This is an optimization exercise on Yosys and OpenROAD, whose aim is small area, a short achievable clock period and few clock cycles per item, not a production implementation.
RTL that was checked went through simulation tests only; none was proved equivalent to the original.
The RTL of run 1 was laid out without a check of its function.
Power figures rest on the tool's default switching activity, not on a simulated workload.

==> flow/design.v, too long to show whole: its modules and the start of the top module <==
// module mac_fa: 10 lines
// module mac_aoi21: 3 lines
// module mac_oai21: 3 lines
// module mac_nand2: 3 lines
// module mac_nor2: 3 lines
// module mac_ha: 9 lines
// module wallace_mac: 1964 lines
module wallace_mac (
    input  wire        clk,
    input  wire        arst_n,
    input  wire        req,
    output logic       ack,
    input  wire [15:0] a,
    input  wire [15:0] b,
    input  wire [31:0] acc,
    input  wire        cin,
    output logic [32:0] result
);
  // ...
==> flow/flow/run.sh <==
#!/bin/bash
# The standard layout (the standard.sh: ORFS synthesis and place and route,
# unchanged), except that the port buffers that global placement inserts on
# every input and output use a plain buffer cell rather than the delay cell
# the resizer would pick by default.
set -euo pipefail
export BUFFER_PORTS_ARGS="-buffer_cell ${PORT_BUFFER:-sky130_fd_sc_hd__buf_2}"
bash standard.sh > standard_flow.log 2>&1
==> flow/standard.sh <==
#!/bin/bash
# synth_recipe.tcl (not shown) runs the flow's synth.tcl, then flattens the netlist and writes it again
# the make line also repeats each setting of config.mk as NAME=value (left out here)
make -C /OpenROAD-flow-scripts/flow DESIGN_CONFIG=/design/flow/config.mk WORK_HOME=/design/flow/orfs CLKGATE_MAP_FILE= SYNTH_SCRIPT=/design/flow/synth_recipe.tcl "${@:-finish}"
==> flow/config.mk <==
export PLATFORM = sky130hd
export DESIGN_NAME = wallace_mac
export DESIGN_NICKNAME = wallace_mac
export VERILOG_FILES = /design/flow/design.v
export SDC_FILE = /design/flow/constraint.sdc
export NUM_CORES = 4
export LEC_CHECK = 0
export CAP_MARGIN = 20
export CORE_MARGIN = 2
export CORE_UTILIZATION = 40
export CTS_BUF_LIST = sky130_fd_sc_hd__clkbuf_8
export SETUP_SLACK_MARGIN = 2.0
export SLEW_MARGIN = 20
export SYNTH_HIERARCHICAL = 1
export SYNTH_MINIMUM_KEEP_SIZE = 0
==> flow/constraint.sdc <==
create_clock -name core_clock -period 6.0 [get_ports {clk}]
set_input_delay 1.2000 -clock core_clock [delete_from_list [all_inputs] [get_ports {clk}]]
set_output_delay 1.2000 -clock core_clock [all_outputs]
set_load 0.01 [all_outputs]
==> impl_results.html, run 1 <==
<table>
<tr><th>Metric</th><th>Value</th></tr>
<tr><th colspan="2">Synth</th></tr>
<tr><td>Synthesized area per cell</td><td>10.79 sq um</td></tr>
<tr><td>Count of cell types in the netlist</td><td>16</td></tr>
<tr><td>Cells after Synth</td><td>around 920</td></tr>
<tr><td>Number of enable-type register cells in the synthesized netlist</td><td>0</td></tr>
<tr><td>Register area share after synthesis</td><td>14.59%</td></tr>
<tr><td>Synthesized-area fraction occupied by adder cells</td><td>around 53%</td></tr>
<tr><td>Yosys synthesis warning count</td><td>7</td></tr>
<tr><td>Flip-flop and latch count after synthesis</td><td>72</td></tr>
<tr><td>Cell with the most instances after synthesis</td><td>nand2_1</td></tr>
<tr><th colspan="2">Setup path</th></tr>
<tr><td>Library cell appearing most often on the critical path</td><td>fa_1</td></tr>
<tr><td>Maximum net fanout on the critical path</td><td>12</td></tr>
<tr><td>Arrival time of the worst setup path</td><td>4.30 ns</td></tr>
<tr><td>Crit path buffers/inverters</td><td>2</td></tr>
<tr><th colspan="2">Floorplanning</th></tr>
<tr><td>Die ar.</td><td>between 20000 and 30000 sq um</td></tr>
<tr><td>Number of top-level pins</td><td>102</td></tr>
<tr><td>Placeable Area</td><td>approximately 24000 sq um</td></tr>
<tr><th colspan="2">Detailed routing</th></tr>
<tr><td>Per-cell routed wire length</td><td>18.21 um</td></tr>
<tr><td>First-iteration detailed-routing DRC count</td><td>298</td></tr>
<tr><td>Top Layer Used</td><td>met4</td></tr>
<tr><td>Mean number of vias per cell</td><td>4.943</td></tr>
<tr><td>Wire length on met2</td><td>11780 um</td></tr>
<tr><td>Metal1 wirelength</td><td>9538 um</td></tr>
<tr><th colspan="2">Pwr</th></tr>
<tr><td>Lkg Pwr</td><td>4.236 nW</td></tr>
<tr><td>P_sw</td><td>2.763 mW</td></tr>
<tr><td>Power attributed to combinational cells</td><td>4.52 mW</td></tr>
<tr><td>Share of total power in the clock network</td><td>7.0%</td></tr>
<tr><td>Leading power group</td><td>combinational cells</td></tr>
<tr><td>Sequential-cell power consumption</td><td>roughly 880 uW</td></tr>
<tr><th colspan="2">Clock tree</th></tr>
<tr><td>Root buffer selected by CTS</td><td>clkbuf_8</td></tr>
<tr><td>Deepest clock path buffer count</td><td>2</td></tr>
<tr><td>Clock input transition at the sequential cells of the worst setup and hold paths</td><td>0.08 ns</td></tr>
<tr><td>CTS tree</td><td>done</td></tr>
<tr><td>H-Tree Level Count</td><td>3</td></tr>
<tr><th colspan="2">Cells and area</th></tr>
<tr><td>Post-layout nets</td><td>1314</td></tr>
<tr><td>Core occupancy in the finished layout</td><td>between 40% and 50%</td></tr>
<tr><td>Non-clock buffer count in the final layout</td><td>126</td></tr>
<tr><th colspan="2">Run status</th></tr>
<tr><td>Run status</td><td>timing/DRC/antenna clean</td></tr>
<tr><th colspan="2">Timing</th></tr>
<tr><td>Final setup fails</td><td>0</td></tr>
<tr><th colspan="2">GRT</th></tr>
<tr><td>Fraction of met2 tracks used by global routing</td><td>a little under a third</td></tr>
<tr><td>Total Routing Usage GR</td><td>19.18%</td></tr>
<tr><td>Number of global-route vias before repair</td><td>7012</td></tr>
<tr><td>Met1 track demand over resource in global routing</td><td>25.38%</td></tr>
<tr><td>Antenna violations before repair</td><td>0</td></tr>
<tr><th colspan="2">Place</th></tr>
<tr><td>Half-perimeter wire length after placement</td><td>18310 um</td></tr>
</table>
==> run 2: changes to the inputs <==
--- a/flow/design.v
+++ b/flow/design.v
@@ -1082,16 +1082,25 @@
     wire s_25;
     wire s_26;
     wire s_27;
     wire s_28;
     wire s_29;
     wire s_30;
     wire s_31;
     wire s_32;
+    logic r_fs_141;
+    logic r_fc_181;
+    logic r_fs_182;
+    logic r_fs_143;
+    logic r_fc_182;
+    logic r_fs_183;
+    logic r_fs_145;
+    logic r_fc_183;
+    logic r_fs_184;
     logic r_fs_147;
     logic r_fc_184;
     logic r_fs_185;
     logic r_fs_149;
     logic r_fc_185;
     logic r_fs_186;
     logic r_fs_151;
     logic r_fc_186;
@@ -1100,69 +1109,64 @@
     logic r_fc_187;
     logic r_fs_188;
     logic r_fc_153;
     logic r_fs_189;
     logic r_fc_188;
     logic r_fc_155;
     logic r_fs_190;
     logic r_fc_189;
+    logic r_fc_157;
+    logic r_fs_191;
+    logic r_fc_190;
+    logic r_fc_206;
+    logic r_fs_207;
     logic r_fc_207;
     logic r_fs_208;
     logic r_fc_208;
-    logic r_fs_209;
-    logic r_fc_209;
-    logic r_fs_210;
-    logic r_fc_210;
-    logic r_fs_211;
-    logic r_fc_211;
-    logic r_fs_218;
     logic r_fs_219;
-    logic r_fc_218;
     logic r_fs_220;
     logic r_fc_219;
-    logic r_p0_11;
+    logic r_fs_221;
+    logic r_fc_220;
+    logic r_fs_222;
+    logic r_fc_221;
     logic r_g0_10;
-    logic r_g0_11;
     logic r_p0_10;
-    logic r_p0_25;
-    logic r_g0_25;
+    logic r_p0_27;
+    logic r_g0_27;
     logic r_G1_9;
     logic r_P1_9;
-    logic r_p0_26;
-    logic r_g0_26;
-    logic r_P1_27;
-    logic r_G1_27;
+    logic r_p0_30;
+    logic r_i_G1_29;
+    logic r_g0_30;
+    logic r_i_P1_29;
+    logic r_P1_31;
+    logic r_G1_29;
+    logic r_G1_31;
+    logic r_P1_29;
+    logic r_P2_7;
+    logic r_G2_3;
+    logic r_G2_7;
     logic r_p0_28;
     logic r_g0_28;
-    logic r_P1_29;
-    logic r_G1_29;
-    logic r_P2_30;
-    logic r_G2_30;
-    logic r_P2_31;
-    logic r_G2_31;
     logic r_p0_8;
-    logic r_i_G3_7;
     logic r_g0_8;
-    logic r_G3_7;
-    logic r_P2_10;
-    logic r_G2_10;
+    logic r_p0_7;
+    logic r_G3_6;
     logic r_p0_9;
-    logic r_p0_27;
     logic r_p0_29;
-    logic r_p0_30;
     logic r_p0_31;
     logic r_s_0;
     logic r_s_1;
     logic r_s_2;
     logic r_s_3;
     logic r_s_4;
     logic r_s_5;
     logic r_s_6;
-    logic r_s_7;
     assign pp_0_0 = ~(a[0] & b[0]);
     assign pp_0_1 = ~(a[0] & b[1]);
     assign pp_0_2 = ~(a[0] & b[2]);
     assign pp_0_3 = ~(a[0] & b[3]);
     assign pp_0_4 = ~(a[0] & b[4]);
     assign pp_0_5 = ~(a[0] & b[5]);
     assign pp_0_6 = ~(a[0] & b[6]);
     assign pp_0_7 = ~(a[0] & b[7]);
@@ -1665,20 +1669,16 @@
     mac_fa u_fa_201 (.x(hs_10), .y(fc_173), .z(fs_174), .s(fs_201), .c(fc_201));
     mac_fa u_fa_202 (.x(fs_128), .y(fc_174), .z(fs_175), .s(fs_202), .c(fc_202));
     mac_fa u_fa_203 (.x(fs_129), .y(fc_175), .z(fs_176), .s(fs_203), .c(fc_203));
     mac_fa u_fa_204 (.x(fs_131), .y(fc_176), .z(fs_177), .s(fs_204), .c(fc_204));
     mac_fa u_fa_205 (.x(fs_133), .y(fc_177), .z(fs_178), .s(fs_205), .c(fc_205));
     mac_fa u_fa_206 (.x(fs_135), .y(fc_178), .z(fs_179), .s(fs_206), .c(fc_206));
     mac_fa u_fa_207 (.x(fs_137), .y(fc_179), .z(fs_180), .s(fs_207), .c(fc_207));
     mac_fa u_fa_208 (.x(fs_139), .y(fc_180), .z(fs_181), .s(fs_208), .c(fc_208));
-    mac_fa u_fa_209 (.x(fs_141), .y(fc_181), .z(fs_182), .s(fs_209), .c(fc_209));
-    mac_fa u_fa_210 (.x(fs_143), .y(fc_182), .z(fs_183), .s(fs_210), .c(fc_210));
-    mac_fa u_fa_211 (.x(fs_145), .y(fc_183), .z(fs_184), .s(fs_211), .c(fc_211));
-    mac_fa u_fa_218 (.x(fc_157), .y(fs_191), .z(fc_190), .s(fs_218), .c(fc_218));
     mac_fa u_fa_219 (.x(fs_161), .y(fs_192), .z(fc_191), .s(fs_219), .c(fc_219));
     mac_fa u_fa_220 (.x(fc_161), .y(fs_193), .z(fc_192), .s(fs_220), .c(fc_220));
     mac_fa u_fa_221 (.x(fc_163), .y(fs_194), .z(fc_193), .s(fs_221), .c(fc_221));
     mac_fa u_fa_222 (.x(fc_165), .y(fs_195), .z(fc_194), .s(fs_222), .c(fc_222));
     mac_fa u_fa_223 (.x(fc_167), .y(fs_196), .z(fc_195), .s(fs_223), .c(fc_223));
     mac_fa u_fa_224 (.x(fc_169), .y(fs_197), .z(fc_196), .s(fs_224), .c(fc_224));
     mac_fa u_fa_225 (.x(fs_198), .y(fc_170), .z(fc_197), .s(fs_225), .c(fc_225));
     mac_fa u_fa_226 (.x(nacc_30), .y(pp_15_15), .z(fc_198), .s(fs_226), .c(fc_226));
@@ -1698,22 +1698,16 @@
     assign g0_7 = fc_202 & fs_203;
     assign p0_7 = fc_202 ^ fs_203;
     assign g0_8 = fc_203 & fs_204;
     assign p0_8 = fc_203 ^ fs_204;
     assign g0_9 = fc_204 & fs_205;
     assign p0_9 = fc_204 ^ fs_205;
     assign g0_10 = fc_205 & fs_206;
     assign p0_10 = fc_205 ^ fs_206;
-    assign g0_11 = fc_206 & fs_207;
-    assign p0_11 = fc_206 ^ fs_207;
-    assign g0_25 = fs_221 & fc_220;
-    assign p0_25 = fs_221 ^ fc_220;
-    assign g0_26 = fs_222 & fc_221;
-    assign p0_26 = fs_222 ^ fc_221;
     assign g0_27 = fs_223 & fc_222;
     assign p0_27 = fs_223 ^ fc_222;
     assign g0_28 = fs_224 & fc_223;
     assign p0_28 = fs_224 ^ fc_223;
     assign g0_29 = fs_225 & fc_224;
     assign p0_29 = fs_225 ^ fc_224;
     assign g0_30 = fs_226 & fc_225;
     assign p0_30 = fs_226 ^ fc_225;
@@ -1723,56 +1717,52 @@
     mac_aoi21 u_G1_3 (.a(p0_3), .b(g0_2), .c(g0_3), .y(G1_3));
     mac_nand2 u_P1_3 (.a(p0_3), .b(p0_2), .y(P1_3));
     mac_aoi21 u_G1_5 (.a(p0_5), .b(g0_4), .c(g0_5), .y(G1_5));
     mac_nand2 u_P1_5 (.a(p0_5), .b(p0_4), .y(P1_5));
     mac_aoi21 u_G1_7 (.a(p0_7), .b(g0_6), .c(g0_7), .y(G1_7));
     mac_nand2 u_P1_7 (.a(p0_7), .b(p0_6), .y(P1_7));
     mac_aoi21 u_G1_9 (.a(p0_9), .b(g0_8), .c(g0_9), .y(G1_9));
     mac_nand2 u_P1_9 (.a(p0_9), .b(p0_8), .y(P1_9));
-    mac_aoi21 u_G1_27 (.a(p0_27), .b(g0_26), .c(g0_27), .y(G1_27));
-    mac_nand2 u_P1_27 (.a(p0_27), .b(p0_26), .y(P1_27));
     mac_aoi21 u_G1_29 (.a(p0_29), .b(g0_28), .c(g0_29), .y(G1_29));
     mac_nand2 u_P1_29 (.a(p0_29), .b(p0_28), .y(P1_29));
     mac_aoi21 u_G1_31 (.a(p0_31), .b(g0_30), .c(g0_31), .y(G1_31));
     mac_nand2 u_P1_31 (.a(p0_31), .b(p0_30), .y(P1_31));
     mac_aoi21 u_G2_2 (.a(p0_2), .b(G1_1), .c(g0_2), .y(G2_2));
     assign i_G1_1 = ~G1_1;
     mac_oai21 u_G2_3 (.a(P1_3), .b(i_G1_1), .c(G1_3), .y(G2_3));
     assign i_G1_5 = ~G1_5;
     mac_aoi21 u_G2_6 (.a(p0_6), .b(i_G1_5), .c(g0_6), .y(G2_6));
     assign i_P1_5 = ~P1_5;
     mac_nand2 u_P2_6 (.a(p0_6), .b(i_P1_5), .y(P2_6));
     mac_oai21 u_G2_7 (.a(P1_7), .b(G1_5), .c(G1_7), .y(G2_7));
     mac_nor2 u_P2_7 (.a(P1_7), .b(P1_5), .y(P2_7));
-    assign i_G1_9 = ~G1_9;
-    mac_aoi21 u_G2_10 (.a(p0_10), .b(i_G1_9), .c(g0_10), .y(G2_10));
-    assign i_P1_9 = ~P1_9;
-    mac_nand2 u_P2_10 (.a(p0_10), .b(i_P1_9), .y(P2_10));
     assign i_G1_29 = ~G1_29;
-    mac_aoi21 u_G2_30 (.a(p0_30), .b(i_G1_29), .c(g0_30), .y(G2_30));
     assign i_P1_29 = ~P1_29;
-    mac_nand2 u_P2_30 (.a(p0_30), .b(i_P1_29), .y(P2_30));
-    mac_oai21 u_G2_31 (.a(P1_31), .b(G1_29), .c(G1_31), .y(G2_31));
-    mac_nor2 u_P2_31 (.a(P1_31), .b(P1_29), .y(P2_31));
     mac_aoi21 u_G3_4 (.a(p0_4), .b(G2_3), .c(g0_4), .y(G3_4));
     assign i_G2_3 = ~G2_3;
     mac_oai21 u_G3_5 (.a(P1_5), .b(i_G2_3), .c(G1_5), .y(G3_5));
     mac_oai21 u_G3_6 (.a(P2_6), .b(i_G2_3), .c(G2_6), .y(G3_6));
-    mac_aoi21 u_G3_7 (.a(P2_7), .b(G2_3), .c(G2_7), .y(G3_7));
-    assign i_G3_7 = ~G3_7;
     assign s_0 = ~(p0_0 ^ 1'b1);
     assign s_1 = ~(p0_1 ^ 1'b1);
     assign s_2 = ~(p0_2 ^ G1_1);
     assign s_3 = p0_3 ^ G2_2;
     assign s_4 = ~(p0_4 ^ G2_3);
     assign s_5 = p0_5 ^ G3_4;
     assign s_6 = ~(p0_6 ^ G3_5);
-    assign s_7 = ~(p0_7 ^ G3_6);
     always_ff @(posedge clk) begin
+        r_fs_141 <= fs_141;
+        r_fc_181 <= fc_181;
+        r_fs_182 <= fs_182;
+        r_fs_143 <= fs_143;
+        r_fc_182 <= fc_182;
+        r_fs_183 <= fs_183;
+        r_fs_145 <= fs_145;
+        r_fc_183 <= fc_183;
+        r_fs_184 <= fs_184;
         r_fs_147 <= fs_147;
         r_fc_184 <= fc_184;
         r_fs_185 <= fs_185;
         r_fs_149 <= fs_149;
         r_fc_185 <= fc_185;
         r_fs_186 <= fs_186;
         r_fs_151 <= fs_151;
         r_fc_186 <= fc_186;
@@ -1781,118 +1771,129 @@
         r_fc_187 <= fc_187;
         r_fs_188 <= fs_188;
         r_fc_153 <= fc_153;
         r_fs_189 <= fs_189;
         r_fc_188 <= fc_188;
         r_fc_155 <= fc_155;
         r_fs_190 <= fs_190;
         r_fc_189 <= fc_189;
+        r_fc_157 <= fc_157;
+        r_fs_191 <= fs_191;
+        r_fc_190 <= fc_190;
+        r_fc_206 <= fc_206;
+        r_fs_207 <= fs_207;
         r_fc_207 <= fc_207;
         r_fs_208 <= fs_208;
         r_fc_208 <= fc_208;
-        r_fs_209 <= fs_209;
-        r_fc_209 <= fc_209;
-        r_fs_210 <= fs_210;
-        r_fc_210 <= fc_210;
-        r_fs_211 <= fs_211;
-        r_fc_211 <= fc_211;
-        r_fs_218 <= fs_218;
         r_fs_219 <= fs_219;
-        r_fc_218 <= fc_218;
         r_fs_220 <= fs_220;
         r_fc_219 <= fc_219;
-        r_p0_11 <= p0_11;
+        r_fs_221 <= fs_221;
+        r_fc_220 <= fc_220;
+        r_fs_222 <= fs_222;
+        r_fc_221 <= fc_221;
         r_g0_10 <= g0_10;
-        r_g0_11 <= g0_11;
         r_p0_10 <= p0_10;
-        r_p0_25 <= p0_25;
-        r_g0_25 <= g0_25;
+        r_p0_27 <= p0_27;
+        r_g0_27 <= g0_27;
         r_G1_9 <= G1_9;
         r_P1_9 <= P1_9;
-        r_p0_26 <= p0_26;
-        r_g0_26 <= g0_26;
-        r_P1_27 <= P1_27;
-        r_G1_27 <= G1_27;
+        r_p0_30 <= p0_30;
+        r_i_G1_29 <= i_G1_29;
+        r_g0_30 <= g0_30;
+        r_i_P1_29 <= i_P1_29;
+        r_P1_31 <= P1_31;
+        r_G1_29 <= G1_29;
+        r_G1_31 <= G1_31;
+        r_P1_29 <= P1_29;
+        r_P2_7 <= P2_7;
+        r_G2_3 <= G2_3;
+        r_G2_7 <= G2_7;
         r_p0_28 <= p0_28;
         r_g0_28 <= g0_28;
-        r_P1_29 <= P1_29;
-        r_G1_29 <= G1_29;
-        r_P2_30 <= P2_30;
-        r_G2_30 <= G2_30;
-        r_P2_31 <= P2_31;
-        r_G2_31 <= G2_31;
         r_p0_8 <= p0_8;
-        r_i_G3_7 <= i_G3_7;
         r_g0_8 <= g0_8;
-        r_G3_7 <= G3_7;
-        r_P2_10 <= P2_10;
-        r_G2_10 <= G2_10;
+        r_p0_7 <= p0_7;
+        r_G3_6 <= G3_6;
         r_p0_9 <= p0_9;
-        r_p0_27 <= p0_27;
         r_p0_29 <= p0_29;
-        r_p0_30 <= p0_30;
         r_p0_31 <= p0_31;
         r_s_0 <= s_0;
         r_s_1 <= s_1;
         r_s_2 <= s_2;
         r_s_3 <= s_3;
         r_s_4 <= s_4;
         r_s_5 <= s_5;
         r_s_6 <= s_6;
-        r_s_7 <= s_7;
     end
+    mac_fa u_fa_209 (.x(r_fs_141), .y(r_fc_181), .z(r_fs_182), .s(fs_209), .c(fc_209));
+    mac_fa u_fa_210 (.x(r_fs_143), .y(r_fc_182), .z(r_fs_183), .s(fs_210), .c(fc_210));
+    mac_fa u_fa_211 (.x(r_fs_145), .y(r_fc_183), .z(r_fs_184), .s(fs_211), .c(fc_211));
     mac_fa u_fa_212 (.x(r_fs_147), .y(r_fc_184), .z(r_fs_185), .s(fs_212), .c(fc_212));
     mac_fa u_fa_213 (.x(r_fs_149), .y(r_fc_185), .z(r_fs_186), .s(fs_213), .c(fc_213));
     mac_fa u_fa_214 (.x(r_fs_151), .y(r_fc_186), .z(r_fs_187), .s(fs_214), .c(fc_214));
     mac_fa u_fa_215 (.x(r_fs_153), .y(r_fc_187), .z(r_fs_188), .s(fs_215), .c(fc_215));
     mac_fa u_fa_216 (.x(r_fc_153), .y(r_fs_189), .z(r_fc_188), .s(fs_216), .c(fc_216));
     mac_fa u_fa_217 (.x(r_fc_155), .y(r_fs_190), .z(r_fc_189), .s(fs_217), .c(fc_217));
+    mac_fa u_fa_218 (.x(r_fc_157), .y(r_fs_191), .z(r_fc_190), .s(fs_218), .c(fc_218));
+    assign g0_11 = r_fc_206 & r_fs_207;
+    assign p0_11 = r_fc_206 ^ r_fs_207;
     assign g0_12 = r_fc_207 & r_fs_208;
     assign p0_12 = r_fc_207 ^ r_fs_208;
-    assign g0_13 = r_fc_208 & r_fs_209;
-    assign p0_13 = r_fc_208 ^ r_fs_209;
-    assign g0_14 = r_fc_209 & r_fs_210;
-    assign p0_14 = r_fc_209 ^ r_fs_210;
-    assign g0_15 = r_fc_210 & r_fs_211;
-    assign p0_15 = r_fc_210 ^ r_fs_211;
-    assign g0_16 = r_fc_211 & fs_212;
-    assign p0_16 = r_fc_211 ^ fs_212;
+    assign g0_13 = r_fc_208 & fs_209;
+    assign p0_13 = r_fc_208 ^ fs_209;
+    assign g0_14 = fc_209 & fs_210;
+    assign p0_14 = fc_209 ^ fs_210;
+    assign g0_15 = fc_210 & fs_211;
+    assign p0_15 = fc_210 ^ fs_211;
+    assign g0_16 = fc_211 & fs_212;
+    assign p0_16 = fc_211 ^ fs_212;
     assign g0_17 = fc_212 & fs_213;
     assign p0_17 = fc_212 ^ fs_213;
     assign g0_18 = fc_213 & fs_214;
     assign p0_18 = fc_213 ^ fs_214;
     assign g0_19 = fc_214 & fs_215;
     assign p0_19 = fc_214 ^ fs_215;
     assign g0_20 = fs_216 & fc_215;
     assign p0_20 = fs_216 ^ fc_215;
     assign g0_21 = fs_217 & fc_216;
     assign p0_21 = fs_217 ^ fc_216;
-    assign g0_22 = r_fs_218 & fc_217;
-    assign p0_22 = r_fs_218 ^ fc_217;
-    assign g0_23 = r_fs_219 & r_fc_218;
-    assign p0_23 = r_fs_219 ^ r_fc_218;
+    assign g0_22 = fs_218 & fc_217;
+    assign p0_22 = fs_218 ^ fc_217;
+    assign g0_23 = r_fs_219 & fc_218;
+    assign p0_23 = r_fs_219 ^ fc_218;
     assign g0_24 = r_fs_220 & r_fc_219;
     assign p0_24 = r_fs_220 ^ r_fc_219;
-    mac_aoi21 u_G1_11 (.a(r_p0_11), .b(r_g0_10), .c(r_g0_11), .y(G1_11));
-    mac_nand2 u_P1_11 (.a(r_p0_11), .b(r_p0_10), .y(P1_11));
+    assign g0_25 = r_fs_221 & r_fc_220;
+    assign p0_25 = r_fs_221 ^ r_fc_220;
+    assign g0_26 = r_fs_222 & r_fc_221;
+    assign p0_26 = r_fs_222 ^ r_fc_221;
+    mac_aoi21 u_G1_11 (.a(p0_11), .b(r_g0_10), .c(g0_11), .y(G1_11));
+    mac_nand2 u_P1_11 (.a(p0_11), .b(r_p0_10), .y(P1_11));
     mac_aoi21 u_G1_13 (.a(p0_13), .b(g0_12), .c(g0_13), .y(G1_13));
     mac_nand2 u_P1_13 (.a(p0_13), .b(p0_12), .y(P1_13));
     mac_aoi21 u_G1_15 (.a(p0_15), .b(g0_14), .c(g0_15), .y(G1_15));
     mac_nand2 u_P1_15 (.a(p0_15), .b(p0_14), .y(P1_15));
     mac_aoi21 u_G1_17 (.a(p0_17), .b(g0_16), .c(g0_17), .y(G1_17));
     mac_nand2 u_P1_17 (.a(p0_17), .b(p0_16), .y(P1_17));
     mac_aoi21 u_G1_19 (.a(p0_19), .b(g0_18), .c(g0_19), .y(G1_19));
     mac_nand2 u_P1_19 (.a(p0_19), .b(p0_18), .y(P1_19));
     mac_aoi21 u_G1_21 (.a(p0_21), .b(g0_20), .c(g0_21), .y(G1_21));
     mac_nand2 u_P1_21 (.a(p0_21), .b(p0_20), .y(P1_21));
     mac_aoi21 u_G1_23 (.a(p0_23), .b(g0_22), .c(g0_23), .y(G1_23));
     mac_nand2 u_P1_23 (.a(p0_23), .b(p0_22), .y(P1_23));
-    mac_aoi21 u_G1_25 (.a(r_p0_25), .b(g0_24), .c(r_g0_25), .y(G1_25));
-    mac_nand2 u_P1_25 (.a(r_p0_25), .b(p0_24), .y(P1_25));
+    mac_aoi21 u_G1_25 (.a(p0_25), .b(g0_24), .c(g0_25), .y(G1_25));
+    mac_nand2 u_P1_25 (.a(p0_25), .b(p0_24), .y(P1_25));
+    mac_aoi21 u_G1_27 (.a(r_p0_27), .b(g0_26), .c(r_g0_27), .y(G1_27));
+    mac_nand2 u_P1_27 (.a(r_p0_27), .b(p0_26), .y(P1_27));
+    assign i_G1_9 = ~r_G1_9;
+    mac_aoi21 u_G2_10 (.a(r_p0_10), .b(i_G1_9), .c(r_g0_10), .y(G2_10));
+    assign i_P1_9 = ~r_P1_9;
+    mac_nand2 u_P2_10 (.a(r_p0_10), .b(i_P1_9), .y(P2_10));
     mac_oai21 u_G2_11 (.a(P1_11), .b(r_G1_9), .c(G1_11), .y(G2_11));
     mac_nor2 u_P2_11 (.a(P1_11), .b(r_P1_9), .y(P2_11));
     assign i_G1_13 = ~G1_13;
     mac_aoi21 u_G2_14 (.a(p0_14), .b(i_G1_13), .c(g0_14), .y(G2_14));
     assign i_P1_13 = ~P1_13;
     mac_nand2 u_P2_14 (.a(p0_14), .b(i_P1_13), .y(P2_14));
     mac_oai21 u_G2_15 (.a(P1_15), .b(G1_13), .c(G1_15), .y(G2_15));
     mac_nor2 u_P2_15 (.a(P1_15), .b(P1_13), .y(P2_15));
@@ -1904,21 +1905,26 @@
     mac_nor2 u_P2_19 (.a(P1_19), .b(P1_17), .y(P2_19));
     assign i_G1_21 = ~G1_21;
     mac_aoi21 u_G2_22 (.a(p0_22), .b(i_G1_21), .c(g0_22), .y(G2_22));
     assign i_P1_21 = ~P1_21;
     mac_nand2 u_P2_22 (.a(p0_22), .b(i_P1_21), .y(P2_22));
     mac_oai21 u_G2_23 (.a(P1_23), .b(G1_21), .c(G1_23), .y(G2_23));
     mac_nor2 u_P2_23 (.a(P1_23), .b(P1_21), .y(P2_23));
     assign i_G1_25 = ~G1_25;
-    mac_aoi21 u_G2_26 (.a(r_p0_26), .b(i_G1_25), .c(r_g0_26), .y(G2_26));
+    mac_aoi21 u_G2_26 (.a(p0_26), .b(i_G1_25), .c(g0_26), .y(G2_26));
     assign i_P1_25 = ~P1_25;
-    mac_nand2 u_P2_26 (.a(r_p0_26), .b(i_P1_25), .y(P2_26));
-    mac_oai21 u_G2_27 (.a(r_P1_27), .b(G1_25), .c(r_G1_27), .y(G2_27));
-    mac_nor2 u_P2_27 (.a(r_P1_27), .b(P1_25), .y(P2_27));
+    mac_nand2 u_P2_26 (.a(p0_26), .b(i_P1_25), .y(P2_26));
+    mac_oai21 u_G2_27 (.a(P1_27), .b(G1_25), .c(G1_27), .y(G2_27));
+    mac_nor2 u_P2_27 (.a(P1_27), .b(P1_25), .y(P2_27));
+    mac_aoi21 u_G2_30 (.a(r_p0_30), .b(r_i_G1_29), .c(r_g0_30), .y(G2_30));
+    mac_nand2 u_P2_30 (.a(r_p0_30), .b(r_i_P1_29), .y(P2_30));
+    mac_oai21 u_G2_31 (.a(r_P1_31), .b(r_G1_29), .c(r_G1_31), .y(G2_31));
+    mac_nor2 u_P2_31 (.a(r_P1_31), .b(r_P1_29), .y(P2_31));
+    mac_aoi21 u_G3_7 (.a(r_P2_7), .b(r_G2_3), .c(r_G2_7), .y(G3_7));
     mac_aoi21 u_G3_12 (.a(p0_12), .b(G2_11), .c(g0_12), .y(G3_12));
     mac_nand2 u_P3_12 (.a(p0_12), .b(P2_11), .y(P3_12));
     assign i_G2_11 = ~G2_11;
     mac_oai21 u_G3_13 (.a(P1_13), .b(i_G2_11), .c(G1_13), .y(G3_13));
     assign i_P2_11 = ~P2_11;
     mac_nor2 u_P3_13 (.a(P1_13), .b(i_P2_11), .y(P3_13));
     mac_oai21 u_G3_14 (.a(P2_14), .b(i_G2_11), .c(G2_14), .y(G3_14));
     mac_nor2 u_P3_14 (.a(P2_14), .b(i_P2_11), .y(P3_14));
@@ -1935,28 +1941,29 @@
     mac_aoi21 u_G3_23 (.a(P2_23), .b(G2_19), .c(G2_23), .y(G3_23));
     mac_nand2 u_P3_23 (.a(P2_23), .b(P2_19), .y(P3_23));
     mac_aoi21 u_G3_28 (.a(r_p0_28), .b(G2_27), .c(r_g0_28), .y(G3_28));
     mac_nand2 u_P3_28 (.a(r_p0_28), .b(P2_27), .y(P3_28));
     assign i_G2_27 = ~G2_27;
     mac_oai21 u_G3_29 (.a(r_P1_29), .b(i_G2_27), .c(r_G1_29), .y(G3_29));
     assign i_P2_27 = ~P2_27;
     mac_nor2 u_P3_29 (.a(r_P1_29), .b(i_P2_27), .y(P3_29));
-    mac_oai21 u_G3_30 (.a(r_P2_30), .b(i_G2_27), .c(r_G2_30), .y(G3_30));
-    mac_nor2 u_P3_30 (.a(r_P2_30), .b(i_P2_27), .y(P3_30));
-    mac_aoi21 u_G3_31 (.a(r_P2_31), .b(G2_27), .c(r_G2_31), .y(G3_31));
-    mac_nand2 u_P3_31 (.a(r_P2_31), .b(P2_27), .y(P3_31));
-    mac_aoi21 u_G4_8 (.a(r_p0_8), .b(r_i_G3_7), .c(r_g0_8), .y(G4_8));
-    mac_oai21 u_G4_9 (.a(r_P1_9), .b(r_G3_7), .c(r_G1_9), .y(G4_9));
-    mac_oai21 u_G4_10 (.a(r_P2_10), .b(r_G3_7), .c(r_G2_10), .y(G4_10));
-    mac_aoi21 u_G4_11 (.a(P2_11), .b(r_i_G3_7), .c(G2_11), .y(G4_11));
-    mac_oai21 u_G4_12 (.a(P3_12), .b(r_G3_7), .c(G3_12), .y(G4_12));
-    mac_aoi21 u_G4_13 (.a(P3_13), .b(r_i_G3_7), .c(G3_13), .y(G4_13));
-    mac_aoi21 u_G4_14 (.a(P3_14), .b(r_i_G3_7), .c(G3_14), .y(G4_14));
-    mac_oai21 u_G4_15 (.a(P3_15), .b(r_G3_7), .c(G3_15), .y(G4_15));
+    mac_oai21 u_G3_30 (.a(P2_30), .b(i_G2_27), .c(G2_30), .y(G3_30));
+    mac_nor2 u_P3_30 (.a(P2_30), .b(i_P2_27), .y(P3_30));
+    mac_aoi21 u_G3_31 (.a(P2_31), .b(G2_27), .c(G2_31), .y(G3_31));
+    mac_nand2 u_P3_31 (.a(P2_31), .b(P2_27), .y(P3_31));
+    assign i_G3_7 = ~G3_7;
+    mac_aoi21 u_G4_8 (.a(r_p0_8), .b(i_G3_7), .c(r_g0_8), .y(G4_8));
+    mac_oai21 u_G4_9 (.a(r_P1_9), .b(G3_7), .c(r_G1_9), .y(G4_9));
+    mac_oai21 u_G4_10 (.a(P2_10), .b(G3_7), .c(G2_10), .y(G4_10));
+    mac_aoi21 u_G4_11 (.a(P2_11), .b(i_G3_7), .c(G2_11), .y(G4_11));
+    mac_oai21 u_G4_12 (.a(P3_12), .b(G3_7), .c(G3_12), .y(G4_12));
+    mac_aoi21 u_G4_13 (.a(P3_13), .b(i_G3_7), .c(G3_13), .y(G4_13));
+    mac_aoi21 u_G4_14 (.a(P3_14), .b(i_G3_7), .c(G3_14), .y(G4_14));
+    mac_oai21 u_G4_15 (.a(P3_15), .b(G3_7), .c(G3_15), .y(G4_15));
     assign i_G3_23 = ~G3_23;
     mac_aoi21 u_G4_24 (.a(p0_24), .b(i_G3_23), .c(g0_24), .y(G4_24));
     assign i_P3_23 = ~P3_23;
     mac_nand2 u_P4_24 (.a(p0_24), .b(i_P3_23), .y(P4_24));
     mac_oai21 u_G4_25 (.a(P1_25), .b(G3_23), .c(G1_25), .y(G4_25));
     mac_nor2 u_P4_25 (.a(P1_25), .b(P3_23), .y(P4_25));
     mac_oai21 u_G4_26 (.a(P2_26), .b(G3_23), .c(G2_26), .y(G4_26));
     mac_nor2 u_P4_26 (.a(P2_26), .b(P3_23), .y(P4_26));
@@ -1982,36 +1989,37 @@
     mac_oai21 u_G5_24 (.a(P4_24), .b(i_G4_15), .c(G4_24), .y(G5_24));
     mac_aoi21 u_G5_25 (.a(P4_25), .b(G4_15), .c(G4_25), .y(G5_25));
     mac_aoi21 u_G5_26 (.a(P4_26), .b(G4_15), .c(G4_26), .y(G5_26));
     mac_oai21 u_G5_27 (.a(P4_27), .b(i_G4_15), .c(G4_27), .y(G5_27));
     mac_aoi21 u_G5_28 (.a(P4_28), .b(G4_15), .c(G4_28), .y(G5_28));
     mac_oai21 u_G5_29 (.a(P4_29), .b(i_G4_15), .c(G4_29), .y(G5_29));
     mac_oai21 u_G5_30 (.a(P4_30), .b(i_G4_15), .c(G4_30), .y(G5_30));
     mac_aoi21 u_G5_31 (.a(P4_31), .b(G4_15), .c(G4_31), .y(G5_31));
-    assign s_8 = r_p0_8 ^ r_G3_7;
+    assign s_7 = ~(r_p0_7 ^ r_G3_6);
+    assign s_8 = r_p0_8 ^ G3_7;
     assign s_9 = r_p0_9 ^ G4_8;
     assign s_10 = ~(r_p0_10 ^ G4_9);
-    assign s_11 = ~(r_p0_11 ^ G4_10);
+    assign s_11 = ~(p0_11 ^ G4_10);
     assign s_12 = p0_12 ^ G4_11;
     assign s_13 = ~(p0_13 ^ G4_12);
     assign s_14 = p0_14 ^ G4_13;
     assign s_15 = p0_15 ^ G4_14;
     assign s_16 = ~(p0_16 ^ G4_15);
     assign s_17 = p0_17 ^ G5_16;
     assign s_18 = ~(p0_18 ^ G5_17);
     assign s_19 = ~(p0_19 ^ G5_18);
     assign s_20 = p0_20 ^ G5_19;
     assign s_21 = ~(p0_21 ^ G5_20);
     assign s_22 = p0_22 ^ G5_21;
     assign s_23 = p0_23 ^ G5_22;
     assign s_24 = ~(p0_24 ^ G5_23);
-    assign s_25 = ~(r_p0_25 ^ G5_24);
-    assign s_26 = r_p0_26 ^ G5_25;
+    assign s_25 = ~(p0_25 ^ G5_24);
+    assign s_26 = p0_26 ^ G5_25;
     assign s_27 = r_p0_27 ^ G5_26;
     assign s_28 = ~(r_p0_28 ^ G5_27);
     assign s_29 = r_p0_29 ^ G5_28;
     assign s_30 = ~(r_p0_30 ^ G5_29);
     assign s_31 = ~(r_p0_31 ^ G5_30);
     assign s_32 = 1'b0 ^ G5_31;
-    assign result = {s_32, s_31, s_30, s_29, s_28, s_27, s_26, s_25, s_24, s_23, s_22, s_21, s_20, s_19, s_18, s_17, s_16, s_15, s_14, s_13, s_12, s_11, s_10, s_9, s_8, r_s_7, r_s_6, r_s_5, r_s_4, r_s_3, r_s_2, r_s_1, r_s_0};
+    assign result = {s_32, s_31, s_30, s_29, s_28, s_27, s_26, s_25, s_24, s_23, s_22, s_21, s_20, s_19, s_18, s_17, s_16, s_15, s_14, s_13, s_12, s_11, s_10, s_9, s_8, s_7, r_s_6, r_s_5, r_s_4, r_s_3, r_s_2, r_s_1, r_s_0};
 endmodule
 `default_nettype wire
==> flow/config.mk (replaced) <==
export PLATFORM = sky130hd
export DESIGN_NAME = wallace_mac
export DESIGN_NICKNAME = wallace_mac
export VERILOG_FILES = /design/flow/design.v
export SDC_FILE = /design/flow/constraint.sdc
export NUM_CORES = 4
export LEC_CHECK = 0
export CAP_MARGIN = 20
export CORE_MARGIN = 2
export CORE_UTILIZATION = 40
export CTS_BUF_LIST = sky130_fd_sc_hd__clkbuf_8
export SETUP_SLACK_MARGIN = 2.4
export SLEW_MARGIN = 20
export SYNTH_HIERARCHICAL = 1
export SYNTH_MINIMUM_KEEP_SIZE = 0
==> run 2 against run 1 <==
  * Largest cell class unchanged
  * Core utilization rose by 4.6 points
  * Total power is 21% higher
  * First-iteration DRC count grew 14%
  * Final cell count grew 3.3%
  * Hold slack worse by 0.0061 ns
  * Clock power is 1% higher
  * Sequential cell count up 4
  * Worst setup slack gained 0.052 ns
  * Routed wire length grew 1.8%
  * Die area is 0.79% higher
  * Still clean
  * Clock-buffer cell count unchanged
==> impl_results.html, run 2 <==
<table>
<tr><th>Metric</th><th>Value</th></tr>
<tr><th colspan="2">Setup path</th></tr>
<tr><td>Arrival time of the worst setup path</td><td>2.80 ns (was 4.30 ns)</td></tr>
<tr><td>Maximum net fanout on the critical path</td><td>8 (was 12)</td></tr>
<tr><td>Crit end category</td><td>output port (was flop)</td></tr>
<tr><td>CP startpoint</td><td>r_fc_183 (was b[8])</td></tr>
<tr><td>Cell breakdown of the critical path</td><td>fa_2 -&gt; ha_4 -&gt; nand2_2 -&gt; nor2_4 -&gt; nand2_2 -&gt; o21ai_4 -&gt; buf_12 -&gt; buf_12 -&gt; inv_12 -&gt; o21ai_1 -&gt; xnor2_1 -&gt; buf_2 (was buf_12 -&gt; buf_8 -&gt; nand2_1 -&gt; fa_1 -&gt; fa_1 -&gt; fa_2 -&gt; fa_2 -&gt; fa_1 -&gt; fa_1)</td></tr>
<tr><td>Setup crit start kind</td><td>flop (was input port)</td></tr>
<tr><td>Maximum cell stage delay along the critical path</td><td>0.56 ns (about the same)</td></tr>
<tr><td>Type of the worst setup path</td><td>flop to output port (was input port to flop)</td></tr>
<tr><td>Critical Path Slowest Stage Cell</td><td>fa_2 (was fa_1)</td></tr>
<tr><td>Required time worst endpoint</td><td>4.80 ns (was 6.25 ns)</td></tr>
<tr><th colspan="2">Flow run</th></tr>
<tr><td>Max capacitance violation total</td><td>0 (unchanged)</td></tr>
<tr><th colspan="2">Pwr</th></tr>
<tr><td>Internal portion of total power</td><td>3.738 mW (was 3.048 mW)</td></tr>
<tr><td>Pwr/cell area</td><td>579.9 nW/um^2 (was 530.3 nW/um^2)</td></tr>
<tr><td>Share of total power in the clock network</td><td>5.9% (was 7.0%)</td></tr>
<tr><td>Lkg Pwr</td><td>4.679 nW (was 4.236 nW)</td></tr>
<tr><td>Portion of total power attributed to sequential cells</td><td>12.9% (was 15.1%)</td></tr>
<tr><td>Combinational fraction of design power</td><td>81.2% (was 77.9%)</td></tr>
<tr><td>P_sw</td><td>3.289 mW (was 2.763 mW)</td></tr>
<tr><td>Post-layout power</td><td>7.027 mW (was 5.811 mW)</td></tr>
<tr><td>Peak supply drop</td><td>0.4351 mV (was 0.3018 mV)</td></tr>
<tr><td>Fraction of power spent switching nets</td><td>46.80% (was 47.54%)</td></tr>
<tr><th colspan="2">GRT</th></tr>
<tr><td>Antenna violations before repair</td><td>0 (unchanged)</td></tr>
<tr><td>Pin count of the biggest net entering global routing</td><td>17 (unchanged)</td></tr>
<tr><td>Global-route wire length before repair</td><td>38250 um (was 37950 um)</td></tr>
<tr><td>Total congestion overflow</td><td>0 (unchanged)</td></tr>
<tr><td>Number of global-route vias before repair</td><td>7336 (was 7012)</td></tr>
<tr><td>Total Routing Usage GR</td><td>19.14% (was 19.18%)</td></tr>
<tr><th colspan="2">Synth</th></tr>
<tr><td>Synthesized area per cell</td><td>10.83 sq um (was 10.79 sq um)</td></tr>
<tr><td>Synth cell count leaders</td><td>nand2_1, fa_1, dfxtp_1 (unchanged)</td></tr>
<tr><td>Cell Area, Synth</td><td>9993 sq um (was 9913 sq um)</td></tr>
<tr><td>Area share of and/or/nand/nor cells after synthesis</td><td>11.86% (was 11.95%)</td></tr>
<tr><td>Dominant combinational cell family by area after synthesis</td><td>adder cells (unchanged)</td></tr>
<tr><td>Post-synthesis compound-gate area fraction</td><td>5.722% (was 5.768%)</td></tr>
<tr><td>Register area share after synthesis</td><td>15.27% (was 14.59%)</td></tr>
<tr><td>Ys async rst share</td><td>1.316% (was 1.389%)</td></tr>
<tr><td>Flip-flop and latch count after synthesis</td><td>76 (was 72)</td></tr>
<tr><td>Synthesized-area fraction occupied by adder cells</td><td>52.28% (was 52.71%)</td></tr>
<tr><td>Cells after Synth</td><td>923 (was 919)</td></tr>
<tr><td>Count of cell types in the netlist</td><td>16 (unchanged)</td></tr>
<tr><td>Number of enable-type register cells in the synthesized netlist</td><td>0 (unchanged)</td></tr>
<tr><td>Multiplexer share of the synthesized area</td><td>0% (unchanged)</td></tr>
<tr><td>Library cell occupying the most area in the post-synthesis netlist</td><td>fa_1 (unchanged)</td></tr>
<tr><td>Xor and xnor fraction of the mapped netlist area</td><td>2.629% (was 2.651%)</td></tr>
<tr><td>Yosys synthesis warning count</td><td>7 (unchanged)</td></tr>
<tr><td>Fraction of post-synthesis cell area in the top cell type by area</td><td>48.28% (was 48.67%)</td></tr>
<tr><td>Cell with the most instances after synthesis</td><td>nand2_1 (unchanged)</td></tr>
<tr><td>Largest cells by area after synthesis</td><td>fa_1, dfxtp_1, nand2_1 (unchanged)</td></tr>
<tr><td>Dominant register cell in the synthesized netlist</td><td>dfxtp_1 (unchanged)</td></tr>
<tr><th colspan="2">Timing</th></tr>
<tr><td>Share of the cycle needed by the critical path after routing</td><td>66.60% (was 67.48%)</td></tr>
<tr><td>Final Hold Fails</td><td>0 (unchanged)</td></tr>
<tr><td>Final setup fails</td><td>0 (unchanged)</td></tr>
<tr><td>Final slew viol count</td><td>0 (unchanged)</td></tr>
<tr><td>RSZ-0062 raised after global routing</td><td>yes (unchanged)</td></tr>
<tr><td>Highest achievable clock rate</td><td>0.2502 GHz (was 0.2470 GHz)</td></tr>
<tr><td>Final worst path period need</td><td>3.996 ns (was 4.049 ns)</td></tr>
<tr><td>Sum of negative setup slack</td><td>0 ns (unchanged)</td></tr>
<tr><th colspan="2">Run status</th></tr>
<tr><td>Run status</td><td>timing/DRC/antenna clean (unchanged)</td></tr>
<tr><th colspan="2">Place</th></tr>
<tr><td>Half-perimeter wire length after placement</td><td>17860 um (was 18310 um)</td></tr>
<tr><td>Placed cells</td><td>1265 (was 1262)</td></tr>
<tr><td>Routability Congestion</td><td>0.8501 (was 0.8436)</td></tr>
<tr><td>Quantity of I/O buffers inserted on ports</td><td>101 (unchanged)</td></tr>
<tr><th colspan="2">Cells and area</th></tr>
<tr><td>Fillcell total</td><td>2228 (was 2284)</td></tr>
<tr><td>Post-layout instance count excluding filler cells</td><td>1345 (was 1302)</td></tr>
<tr><td>Area of combinational cells with multiple inputs</td><td>8129 sq um (was 7631 sq um)</td></tr>
<tr><td>Area of all sequential standard cells</td><td>1530 sq um (was 1446 sq um)</td></tr>
<tr><td>Antenna Cells</td><td>0 (unchanged)</td></tr>
<tr><td>Share of layout cells above drive strength 1</td><td>42.80% (was 27.71%)</td></tr>
<tr><td>Leading cell type in the layout, fill and taps excluded</td><td>nand2_1 (unchanged)</td></tr>
<tr><td>Post-layout nets</td><td>1357 (was 1314)</td></tr>
<tr><td>Leading cell types in the layout, fill and taps excluded</td><td>nand2_1, fa_1, fa_2 (was nand2_1, fa_1, buf_2)</td></tr>
<tr><td>Layout overhead on the synthesized area</td><td>21.27% (was 10.54%)</td></tr>
<tr><th colspan="2">Detailed routing</th></tr>
<tr><td>Number of search-and-repair iterations in the first detailed-routing pass</td><td>5 (unchanged)</td></tr>
<tr><td>Detail Route Antenna Nets</td><td>0 (unchanged)</td></tr>
<tr><td>Mean number of vias per cell</td><td>4.914 (was 4.943)</td></tr>
<tr><td>Drc violations</td><td>0 (unchanged)</td></tr>
<tr><td>Per-cell routed wire length</td><td>17.93 um (was 18.21 um)</td></tr>
<tr><td>Total wire length after detailed routing</td><td>24120 um (was 23700 um)</td></tr>
<tr><td>First-iteration detailed-routing DRC count</td><td>341 (was 298)</td></tr>
<tr><td>Via count of the routed design</td><td>6609 (was 6436)</td></tr>
<tr><th colspan="2">Clock tree</th></tr>
<tr><td>CTS tree</td><td>done (unchanged)</td></tr>
<tr><td>Deepest clock path buffer count</td><td>2 (unchanged)</td></tr>
<tr><td>H-Tree Level Count</td><td>3 (unchanged)</td></tr>
<tr><td>Number of sinks on the clock net</td><td>76 (was 72)</td></tr>
<tr><td>Number of buffers created by CTS</td><td>9 (unchanged)</td></tr>
<tr><td>Root buffer selected by CTS</td><td>clkbuf_8 (unchanged)</td></tr>
<tr><td>Clock input transition at the sequential cells of the worst setup and hold paths</td><td>0.09 ns (was 0.08 ns)</td></tr>
<tr><th colspan="2">Floorplanning</th></tr>
<tr><td>Die W</td><td>162.1 um (was 161.4 um)</td></tr>
<tr><td>Effective utilization at floorplan</td><td>40.97% (was 40.76%)</td></tr>
<tr><td>Number of standard-cell rows in the floorplan</td><td>57 (unchanged)</td></tr>
<tr><td>Die ar.</td><td>26260 sq um (was 26060 sq um)</td></tr>
<tr><td>Number of top-level pins</td><td>102 (unchanged)</td></tr>
<tr><td>Placeable Area</td><td>24390 sq um (was 24320 sq um)</td></tr>
<tr><td>Die height</td><td>162.1 um (was 161.4 um)</td></tr>
<tr><th colspan="2">Hold path</th></tr>
<tr><td>Classification of the worst-slack hold path</td><td>input port to asynchronous set/reset pin (unchanged)</td></tr>
</table>
-- run 2: cell count changes in the layout (fill, tap and decap cells not counted), moves of 10 or more --
| cell | delta |
|---|---|
| nand2_4 | +23 |
| fa_2 | +67 |
| nand2_2 | +15 |
| buf_4 | +17 |
| nand2_1 | -38 |
| buf_6 | +10 |
| o21ai_1 | -10 |
| fa_1 | -67 |
-- run 2: power by group through the flow --
stage          clock [mW]  sequential [mW]  combinational [mW]
3_3_place_gp            0            0.911                4.45
4_1_cts             0.427            0.907                5.35
3_5_place_dp            0            0.916                4.52
6_report            0.415            0.905                5.71
2_1_floorplan           0            0.890                3.95
5_1_grt             0.439            0.934                6.33
-- run 2: final cells by class --
class / instances / area share, %
clock buffers: 9 / 1.022
inverters: 62 / 2.024
flip-flops and latches: 76 / 12.63
well taps: 324 / 3.345
multi-input cells: 702 / 67.08
repair buffers: 165 / 13.29
clock inverters: 7 / 0.6195
-- run 2: cells by family after synthesis --
logic type | after synthesis
other cells | 1
buf+inv | 159
xor+xnor | 30
compound gates | 79
flops | 76
simple gates | 305
fa+ha+maj | 273
-- run 2: critical path, delay by kind of cell, from the launching register on --
kind | cells | cell delay [ns]
compound gates | 2 | 0.34
xor+xnor | 1 | 0.14
fa+ha+maj | 2 | 0.89
buf+inv | 4 | 0.45
flops | 1 | 0.33
simple gates | 3 | 0.28
-- run 2: metal layers --
layer	global-route usage [%]	up-vias	share of wire [%]
met5	0	-	0
met4	5.953	0	2.5
met3	4.316	42	7.9
met2	32.53	263	49
met1	24.44	3395	40
li1	-	2909	-
-- run 2: final timing paths --
path	to
worst min-delay path	ack
worst max-delay path	result[18]
max in group asynchronous	ack
min in group core_clock	ack
-- run 2: metrics by stage --
stage	hold slack, ns	utilization, %	worst slack (ns)	instance area (sq um)
6_report	0.5760	49.69	2.004	12120
5_1_grt	0.5667	49.69	1.884	12120
4_1_cts	0.5641	48.09	1.942	11730
3_5_place_dp	0.9768	42.59	1.434	10390
3_3_place_gp	0.9753	42.59	1.449	10390
2_1_floorplan	0.9044	-	1.907	10530
-- run 2: per-module statistics from Yosys (local to each module, per instance) --
| module | times used | cells inside |
|---|---|---|
| mac_fa | 241 | 1 |
| mac_aoi21 | 47 | 1 |
| mac_nand2 | 32 | 1 |
| mac_oai21 | 32 | 1 |
| mac_nor2 | 17 | 1 |
| wallace_mac | 1 | 554 |
-- run 2: what timing repair did --
item	CTS	global route
pin swaps	78	74
hold buffers	0	0
cloned	1	1
gates resized for setup	183	55
hold endpoints to repair	0	0
setup buffers	47	15
setup endpoints to repair	60	46
Testbench counts of run 2, summed over its fixed seeds: cycles 16,000, items 8,000.
==> run 3: changes to the inputs <==
--- a/flow/config.mk
+++ b/flow/config.mk
@@ -10,5 +10,5 @@
 export CORE_UTILIZATION = 40
 export CTS_BUF_LIST = sky130_fd_sc_hd__clkbuf_8
-export SETUP_SLACK_MARGIN = 2.4
+export SETUP_SLACK_MARGIN = 2.15
 export SLEW_MARGIN = 20
 export SYNTH_HIERARCHICAL = 1
==> run 3 against run 2 <==
  * Still clean on timing, DRC and antenna
  * Clock-buffer cell count is the same
  * Final cell count down 3.3%
  * Synthesized cell count unchanged
  * Sequential power is 0.8% higher
  * Core utilization decreased by 4.8 points
  * Clock power increased by 16%
  * First-iteration DRC count is 7.9% higher
  * Worst setup slack worse by 0.012 ns
  * Die area did not move
  * Design area shrank 9.7%
  * Non-clock buffer count decreased by 44
  * Critical endpoint is now result[28]
==> impl_results.html, run 3 <==
<table>
<tr><th>Metric</th><th>Value</th></tr>
<tr><th colspan="2">Timing</th></tr>
<tr><td>Final setup fails</td><td>0 (unchanged)</td></tr>
<tr><td>RSZ-0062 raised after global routing</td><td>yes (unchanged)</td></tr>
<tr><td>Final worst path period need</td><td>4.008 ns (was 3.996 ns)</td></tr>
<tr><td>Share of the cycle needed by the critical path after routing</td><td>66.80% (was 66.60%)</td></tr>
<tr><td>Final Hold Fails</td><td>0 (unchanged)</td></tr>
<tr><td>Highest achievable clock rate</td><td>0.2495 GHz (was 0.2502 GHz)</td></tr>
<tr><td>Sum of negative setup slack</td><td>0 ns (unchanged)</td></tr>
<tr><td>Final slew viol count</td><td>0 (unchanged)</td></tr>
<tr><th colspan="2">Detailed routing</th></tr>
<tr><td>Detail Route Antenna Nets</td><td>0 (unchanged)</td></tr>
<tr><td>Drc violations</td><td>0 (unchanged)</td></tr>
<tr><td>Number of search-and-repair iterations in the first detailed-routing pass</td><td>6 (was 5)</td></tr>
<tr><td>Via count of the routed design</td><td>6360 (was 6609)</td></tr>
<tr><td>Mean number of vias per cell</td><td>4.889 (was 4.914)</td></tr>
<tr><td>First-iteration detailed-routing DRC count</td><td>368 (was 341)</td></tr>
<tr><td>Total wire length after detailed routing</td><td>22890 um (was 24120 um)</td></tr>
<tr><td>Per-cell routed wire length</td><td>17.59 um (was 17.93 um)</td></tr>
<tr><th colspan="2">Pwr</th></tr>
<tr><td>Pwr/cell area</td><td>579.5 nW/um^2 (was 579.9 nW/um^2)</td></tr>
<tr><td>Internal portion of total power</td><td>3.288 mW (was 3.738 mW)</td></tr>
<tr><td>Post-layout power</td><td>6.343 mW (was 7.027 mW)</td></tr>
<tr><td>Share of total power in the clock network</td><td>7.6% (was 5.9%)</td></tr>
<tr><td>Peak supply drop</td><td>0.2897 mV (was 0.4351 mV)</td></tr>
<tr><td>Portion of total power attributed to sequential cells</td><td>14.4% (was 12.9%)</td></tr>
<tr><td>Fraction of power spent switching nets</td><td>48.17% (was 46.80%)</td></tr>
<tr><td>Combinational fraction of design power</td><td>78.1% (was 81.2%)</td></tr>
<tr><td>P_sw</td><td>3.055 mW (was 3.289 mW)</td></tr>
<tr><td>Lkg Pwr</td><td>4.215 nW (was 4.679 nW)</td></tr>
<tr><th colspan="2">Clock tree</th></tr>
<tr><td>Root buffer selected by CTS</td><td>clkbuf_8 (unchanged)</td></tr>
<tr><td>CTS tree</td><td>done (unchanged)</td></tr>
<tr><td>Number of buffers created by CTS</td><td>9 (unchanged)</td></tr>
<tr><td>Deepest clock path buffer count</td><td>2 (unchanged)</td></tr>
<tr><td>Number of sinks on the clock net</td><td>76 (unchanged)</td></tr>
<tr><td>Clock input transition at the sequential cells of the worst setup and hold paths</td><td>0.09 ns (about the same)</td></tr>
<tr><td>Hold-fix buffers at CTS</td><td>0 (unchanged)</td></tr>
<tr><td>H-Tree Level Count</td><td>3 (unchanged)</td></tr>
<tr><th colspan="2">Cells and area</th></tr>
<tr><td>Antenna Cells</td><td>0 (unchanged)</td></tr>
<tr><td>Core occupancy in the finished layout</td><td>44.88% (was 49.69%)</td></tr>
<tr><td>Leading cell type in the layout, fill and taps excluded</td><td>nand2_1 (unchanged)</td></tr>
<tr><td>Post-layout instance count excluding filler cells</td><td>1301 (was 1345)</td></tr>
<tr><td>Area of all sequential standard cells</td><td>1534 sq um (was 1530 sq um)</td></tr>
<tr><td>Layout overhead on the synthesized area</td><td>9.528% (was 21.27%)</td></tr>
<tr><td>Share of layout cells above drive strength 1</td><td>29.07% (was 42.80%)</td></tr>
<tr><td>Leading cell types in the layout, fill and taps excluded</td><td>nand2_1, fa_1, buf_2 (was nand2_1, fa_1, fa_2)</td></tr>
<tr><td>Fillcell total</td><td>2377 (was 2228)</td></tr>
<tr><td>Area of combinational cells with multiple inputs</td><td>7635 sq um (was 8129 sq um)</td></tr>
<tr><td>Post-layout nets</td><td>1313 (was 1357)</td></tr>
<tr><th colspan="2">Synth</th></tr>
<tr><td>Cell with the most instances after synthesis</td><td>nand2_1 (unchanged)</td></tr>
<tr><td>Library cell occupying the most area in the post-synthesis netlist</td><td>fa_1 (unchanged)</td></tr>
<tr><td>Dominant register cell in the synthesized netlist</td><td>dfxtp_1 (unchanged)</td></tr>
<tr><td>Count of cell types in the netlist</td><td>16 (unchanged)</td></tr>
<tr><td>Largest cells by area after synthesis</td><td>fa_1, dfxtp_1, nand2_1 (unchanged)</td></tr>
<tr><td>Register area share after synthesis</td><td>15.27% (unchanged)</td></tr>
<tr><td>Synth cell count leaders</td><td>nand2_1, fa_1, dfxtp_1 (unchanged)</td></tr>
<tr><td>Ys async rst share</td><td>1.316% (unchanged)</td></tr>
<tr><td>Synthesized area per cell</td><td>10.83 sq um (unchanged)</td></tr>
<tr><td>Yosys synthesis warning count</td><td>7 (unchanged)</td></tr>
<tr><td>Number of enable-type register cells in the synthesized netlist</td><td>0 (unchanged)</td></tr>
<tr><td>Flip-flop and latch count after synthesis</td><td>76 (unchanged)</td></tr>
<tr><td>Cells after Synth</td><td>923 (unchanged)</td></tr>
<tr><td>Fraction of post-synthesis cell area in the top cell type by area</td><td>48.28% (unchanged)</td></tr>
<tr><td>Cell Area, Synth</td><td>9993 sq um (unchanged)</td></tr>
<tr><th colspan="2">Floorplanning</th></tr>
<tr><td>Placeable Area</td><td>24390 sq um (unchanged)</td></tr>
<tr><td>Die height</td><td>162.1 um (unchanged)</td></tr>
<tr><td>Die W</td><td>162.1 um (unchanged)</td></tr>
<tr><td>Die ar.</td><td>26260 sq um (unchanged)</td></tr>
<tr><td>Number of standard-cell rows in the floorplan</td><td>57 (unchanged)</td></tr>
<tr><td>Effective utilization at floorplan</td><td>40.97% (unchanged)</td></tr>
<tr><td>Number of top-level pins</td><td>102 (unchanged)</td></tr>
<tr><th colspan="2">Place</th></tr>
<tr><td>Routability Congestion</td><td>0.8240 (was 0.8501)</td></tr>
<tr><td>Half-perimeter wire length after placement</td><td>18170 um (was 17860 um)</td></tr>
<tr><td>Quantity of I/O buffers inserted on ports</td><td>101 (unchanged)</td></tr>
<tr><td>Placed cells</td><td>1266 (was 1265)</td></tr>
<tr><th colspan="2">GRT</th></tr>
<tr><td>Number of global-route vias before repair</td><td>6881 (was 7336)</td></tr>
<tr><td>Total congestion overflow</td><td>0 (unchanged)</td></tr>
<tr><td>Global-route wire length before repair</td><td>36620 um (was 38250 um)</td></tr>
<tr><td>Pin count of the biggest net entering global routing</td><td>17 (unchanged)</td></tr>
<tr><td>Antenna violations before repair</td><td>0 (unchanged)</td></tr>
<tr><td>Total Routing Usage GR</td><td>18.25% (was 19.14%)</td></tr>
<tr><th colspan="2">Hold path</th></tr>
<tr><td>Classification of the worst-slack hold path</td><td>input port to asynchronous set/reset pin (unchanged)</td></tr>
<tr><th colspan="2">Flow run</th></tr>
<tr><td>Max capacitance violation total</td><td>0 (unchanged)</td></tr>
<tr><th colspan="2">Setup path</th></tr>
<tr><td>Maximum net fanout on the critical path</td><td>8 (unchanged)</td></tr>
<tr><td>Arrival time of the worst setup path</td><td>2.81 ns (was 2.80 ns)</td></tr>
<tr><td>Setup crit start kind</td><td>flop (unchanged)</td></tr>
<tr><td>Required time worst endpoint</td><td>4.80 ns (about the same)</td></tr>
<tr><td>Type of the worst setup path</td><td>flop to output port (unchanged)</td></tr>
<tr><td>Crit end category</td><td>output port (unchanged)</td></tr>
<tr><th colspan="2">Run status</th></tr>
<tr><td>Run status</td><td>timing/DRC/antenna clean (unchanged)</td></tr>
</table>
## run 3: cell types whose count changed in the layout (fill, tap and decap cells not counted), moves of 9 or more
cell	previous run	this run
buf_12	17	8
buf_4	38	24
buf_6	19	6
buf_8	16	3
fa_1	142	199
fa_2	99	42
nand2_1	220	255
nand2_2	39	29
nand2_4	29	4
## run 3: per-module statistics from Yosys, one instance, submodules excluded
module | copies in the design | area [sq um]
mac_nand2 | 32 | 3.754
wallace_mac | 1 | 4413
mac_nor2 | 17 | 3.754
mac_fa | 241 | 20.02
mac_oai21 | 32 | 5.005
mac_aoi21 | 47 | 8.758
## run 3: through the flow
| stage | hold slack, ns | instance area [sq um] | setup slack (ns) |
|---|---|---|---|
| detailed placement | 0.9757 | 10160 | 1.436 |
| global route | 0.5536 | 10950 | 1.838 |
| floorplan | 0.9044 | 10240 | 1.907 |
| global placement | 0.9744 | 10160 | 1.472 |
| CTS | 0.5558 | 10690 | 1.922 |
| finish | 0.5762 | 10950 | 1.992 |
## run 3: kinds of logic (layout without fill, tap and decap cells)
family | after synthesis | count (layout) | synth area share [%]
other cells | 1 | 15 | 0.03753
xor+xnor | 30 | 30 | 2.629
fa+ha+maj | 273 | 273 | 52.28
buf+inv | 159 | 199 | 12.19
flops | 76 | 76 | 15.27
simple gates | 305 | 305 | 11.86
compound gates | 79 | 79 | 5.722
## run 3: critical path, cell delays in order, from the launching register on
cell,delay (ns)
dfxtp_2,0.33
fa_1,0.51
ha_4,0.32
nand2_4,0.07
nor2_4,0.11
nand2_2,0.07
o21ai_2,0.15
buf_8,0.13
clkinvlp_4,0.23
o21ai_2,0.22
xnor2_1,0.14
buf_2,0.16
## run 3: path summary, 6_finish.rpt
path                           from    endpoint  slack [ns]  cells after the start
min                          arst_n         ack        0.58                      1
max                        r_fs_141  result[28]        1.99                     11
min in group core_clock         req         ack        0.92                      1
max in group asynchronous    arst_n         ack        5.34                      1
## run 3: per-layer routing
layer | track usage [%] | vias up | wire length (um)
li1 | - | 2815 | -
met1 | 25.31 | 3273 | 9854
met2 | 29.63 | 247 | 11120
met3 | 3.371 | 25 | 1510
met4 | 4.948 | 0 | 397
met5 | 0 | - | 0
## run 3: layout make-up
cell class              instances  share of cell area [%]
repair buffers                121                   8.162
well taps                     324                   3.704
clock buffers                   9                   1.132
clock inverters                 7                   1.075
flip-flops and latches         76                   14.01
multi-input cells             702                   69.75
inverters                      62                   2.160
## run 3: timing repair
item / CTS / global route
setup endpoints to repair: 36 / 33
cloned: 0 / 0
gates resized for setup: 65 / 36
buffers inserted: 5 / 14
pin swaps: 25 / 24
## run 3: power by group through the flow
stage	combinational, mW	sequential [mW]	clock (mW)
2_1_floorplan	3.87	0.890	0
3_3_place_gp	4.44	0.919	0
3_5_place_dp	4.50	0.921	0
4_1_cts	4.97	0.914	0.496
5_1_grt	5.55	0.941	0.518
6_report	4.95	0.912	0.480

==> what the ideal ports hide <==
In the flow no input, the clock included, has a driving cell. The finished layouts below were timed again as built, in two steps.
Step 1 (the two cells are an assumption about what drives the block):
set clk [get_ports {clk}]
set_driving_cell -lib_cell sky130_fd_sc_hd__clkbuf_16 $clk
set_driving_cell -lib_cell sky130_fd_sc_hd__buf_2 [delete_from_list [all_inputs] $clk]
Step 2 times the ports against the registers' clock, not the clock port: input delays grow and output delays shrink by t, the midpoint of the rising clock arrivals with the driver on.
Three values: ideal ports, drivers, drivers and shift; two values: the first two.
| run | t, ns | setup slack, ns | hold WS [ns] | clock arrival spread, ns |
|---|---|---|---|---|
| run 1 | 0.416 | 1.951 / 1.918 / 1.501 | 0.582 / 0.561 / 0.977 | 0.009 / 0.009 |
| run 2 | 0.411 | 2.004 / 1.963 / 1.809 | 0.576 / 0.557 / 0.968 | 0.018 / 0.018 |
| run 3 | 0.406 | 1.992 / 1.950 / 1.738 | 0.576 / 0.556 / 0.962 | 0.018 / 0.018 |
After both steps every run listed still meets setup and hold. The setup slack of run 1, which loses most, moves by -0.033 ns with the drivers and by -0.450 ns with both steps.
